Context: an optimization exercise on an open-source flow, tuned for a short achievable clock period and few clock cycles per item. The choices shown serve that exercise and are no tape-out recipe.
Only simulation tests tie the RTL to the original design; equivalence was not proved.
Power figures rest on the tool's default switching activity, not on a simulated workload.

## v14
// lc4_cpu
module lc4_cpu (
   input  logic        gwe,
   input  logic        i_arst_n,
   input  logic [15:0] i_imem_insn,
   output logic [15:0] o_imem_addr,
   input  logic [15:0] i_dmem_data,
   output logic [15:0] o_dmem_addr,
   output logic        o_dmem_we,
   output logic [15:0] o_dmem_wdata,
   output logic        o_retire_valid,
   output logic [15:0] o_retire_pc,
   output logic [15:0] o_retire_insn,
   output logic        o_retire_we,
   output logic [2:0]  o_retire_wsel,
   output logic [15:0] o_retire_data
);
Size: ~2800 cells after synthesis, roughly 690 flip-flops, roughly 140 I/O pins.
export LEC_CHECK = 0
export CAP_MARGIN = 20
export CORE_MARGIN = 2
export CORE_UTILIZATION = 50
export PLACE_DENSITY = 0.7
export SETUP_SLACK_MARGIN = 4.5
export SLEW_MARGIN = 20
create_clock -name core_clock -period 5.2 [get_ports {gwe}]
run.sh (not shown) runs the stock make flow with config.mk's settings and CLKGATE_MAP_FILE= SYNTH_SCRIPT=/design/flow/synth_recipe.tcl, a recipe that flattens the netlist after the stock synthesis.
v14 finished all stages; the layout is clean.
Testbench counts of v14, summed over its fixed seeds: cycles 4,089, instrs 3,763.
What v52 does differently from v14 at the input level:
# v14
export LEC_CHECK = 0
export CAP_MARGIN = 20
export CORE_MARGIN = 2
export CORE_UTILIZATION = 50
export PLACE_DENSITY = 0.7
export SETUP_SLACK_MARGIN = 4.5
export SLEW_MARGIN = 20
create_clock -name core_clock -period 5.2 [get_ports {gwe}]
# v52
export LEC_CHECK = 0
export CAP_MARGIN = 20
export CORE_MARGIN = 2
export CORE_UTILIZATION = 35
export PLACE_DENSITY = 0.55
export SETUP_SLACK_MARGIN = 4.5
export SLEW_MARGIN = 20
create_clock -name core_clock -period 5.2 [get_ports {gwe}]
==> comparison <==
- Run comparison: v52 critical path startpoint i_imem_insn[8]; v14 critical path startpoint xm_valid$_DFF_PN0_
- Relative to v14, post-layout instance count excluding filler cells has gone up in v52.
- Average detailed-routed wire length per instance in v52 vs v14: down about 11%
- Compared with v14, in v52 number of diodes added for antenna fixing rose by 1; initial core utilization went down 15 points.
Setup changes, v52 to v5
# v52
export LEC_CHECK = 0
export CAP_MARGIN = 20
export CORE_MARGIN = 2
export CORE_UTILIZATION = 35
export PLACE_DENSITY = 0.55
export SETUP_SLACK_MARGIN = 4.5
export SLEW_MARGIN = 20
create_clock -name core_clock -period 5.2 [get_ports {gwe}]
# v5
export LEC_CHECK = 0
export CAP_MARGIN = 20
export CORE_MARGIN = 2
export CORE_UTILIZATION = 40
export PLACE_DENSITY = 0.6
export SETUP_SLACK_MARGIN = 4.5
export SLEW_MARGIN = 20
create_clock -name core_clock -period 5.2 [get_ports {gwe}]
--- outcome ---
v52 and v5 ended up with roughly the same maximum number of pins on one net before global-route repair.
v5 vs v52, number of antenna diodes went down by 1.
From v52 to v5 the numbers moved as follows: die area moved down; clock network power share level; clock period minus worst slack moved up; detail-routed via count per cell moved up.
v5 — met3 demand-to-capacity share in global routing 3.0 points higher, v52 as reference
a311oi_4 as the cell with the biggest individual delay on the critical path was reported by v52, and a221oi_2 by v5.
When the final numbers for v5 and v52 were put side by side, the reg2reg setup slack turned out to be greater in v52.
Power of the sequential group across v5 and v52: no real change.
Post-synthesis xor/xnor area fraction came out exactly the same in v5 and v52.
Global-route usage on v5 is up relative to v52.

Another version of the RTL of lc4_cpu (not shown whole).
For scale: roughly 680 flip-flops, about 30000 µm² of cells after synthesis.
==> flow/design.v (excerpt) <==
module lc4_cpu (
   input  logic        gwe,
   input  logic        i_arst_n,
   input  logic [15:0] i_imem_insn,
   output logic [15:0] o_imem_addr,
   input  logic [15:0] i_dmem_data,
   output logic [15:0] o_dmem_addr,
   output logic        o_dmem_we,
   output logic [15:0] o_dmem_wdata,
   output logic        o_retire_valid,
   output logic [15:0] o_retire_pc,
   output logic [15:0] o_retire_insn,
   output logic        o_retire_we,
   output logic [2:0]  o_retire_wsel,
   output logic [15:0] o_retire_data
);
Settings: LEC_CHECK=0, CAP_MARGIN=20, CORE_MARGIN=2, CORE_UTILIZATION=40, PLACE_DENSITY=0.6, SETUP_SLACK_MARGIN=4.5, SLEW_MARGIN=20; clock period 5.2 ns.
The baseline ran to the end with no violations.
Testbench counts at the start, summed over its fixed seeds: cycles 4,089, instrs 3,763.
Then changed:
CORE_UTILIZATION = 35   (was 40)
PLACE_DENSITY = 0.55   (was 0.6)
Cell area rises by 2.5%.
Combinational power grows by about 1%.
Routed wire length drops by 1.6%.
Clock-buffer cell count grows by 4.
Cell count grows by 4.2%.
Sequential share of layout area is lower by 0.84 points.
Via count decreases by 2.4%.
Die area increases by 14%.
Worst setup slack gains 0.0086 ns.
Area after synthesis does not change.

## port drivers added, routing unchanged
No port has a modelled driver above. Below, the same layouts with a new extraction and two added sets of constraints. Step 1 assumes that a clkbuf_16 drives the clock port and a buf_2 every other input. Step 2 adds t to the input delays and takes it off the output delays; t is the mean of the earliest and latest rising clock arrival at the registers after step 1. Input paths then give back, and output paths get back, about the clock's delay inside the block. Three values: no drivers, after step 1, after step 2; two values: the first two.
run | shift t [ns] | slack for setup (ns) | clock arrival spread, ns
v14 | 0.714 | 1.960 / 1.960 / 1.794 | 0.031 / 0.031
v52 | 0.718 | 2.521 / 2.439 / 1.721 | 0.044 / 0.044
v5 | 0.703 | 2.378 / 2.305 / 1.602 | 0.032 / 0.031
the first run of note 2 | 0.710 | 2.605 / 2.605 / 1.896 | 0.040 / 0.039
the second run of note 2 | 0.710 | 2.614 / 2.614 / 1.918 | 0.048 / 0.049
After both steps every run listed still meets setup and hold. The setup slack of v52, which loses most, moves by -0.082 ns with the drivers and by -0.800 ns with both steps.
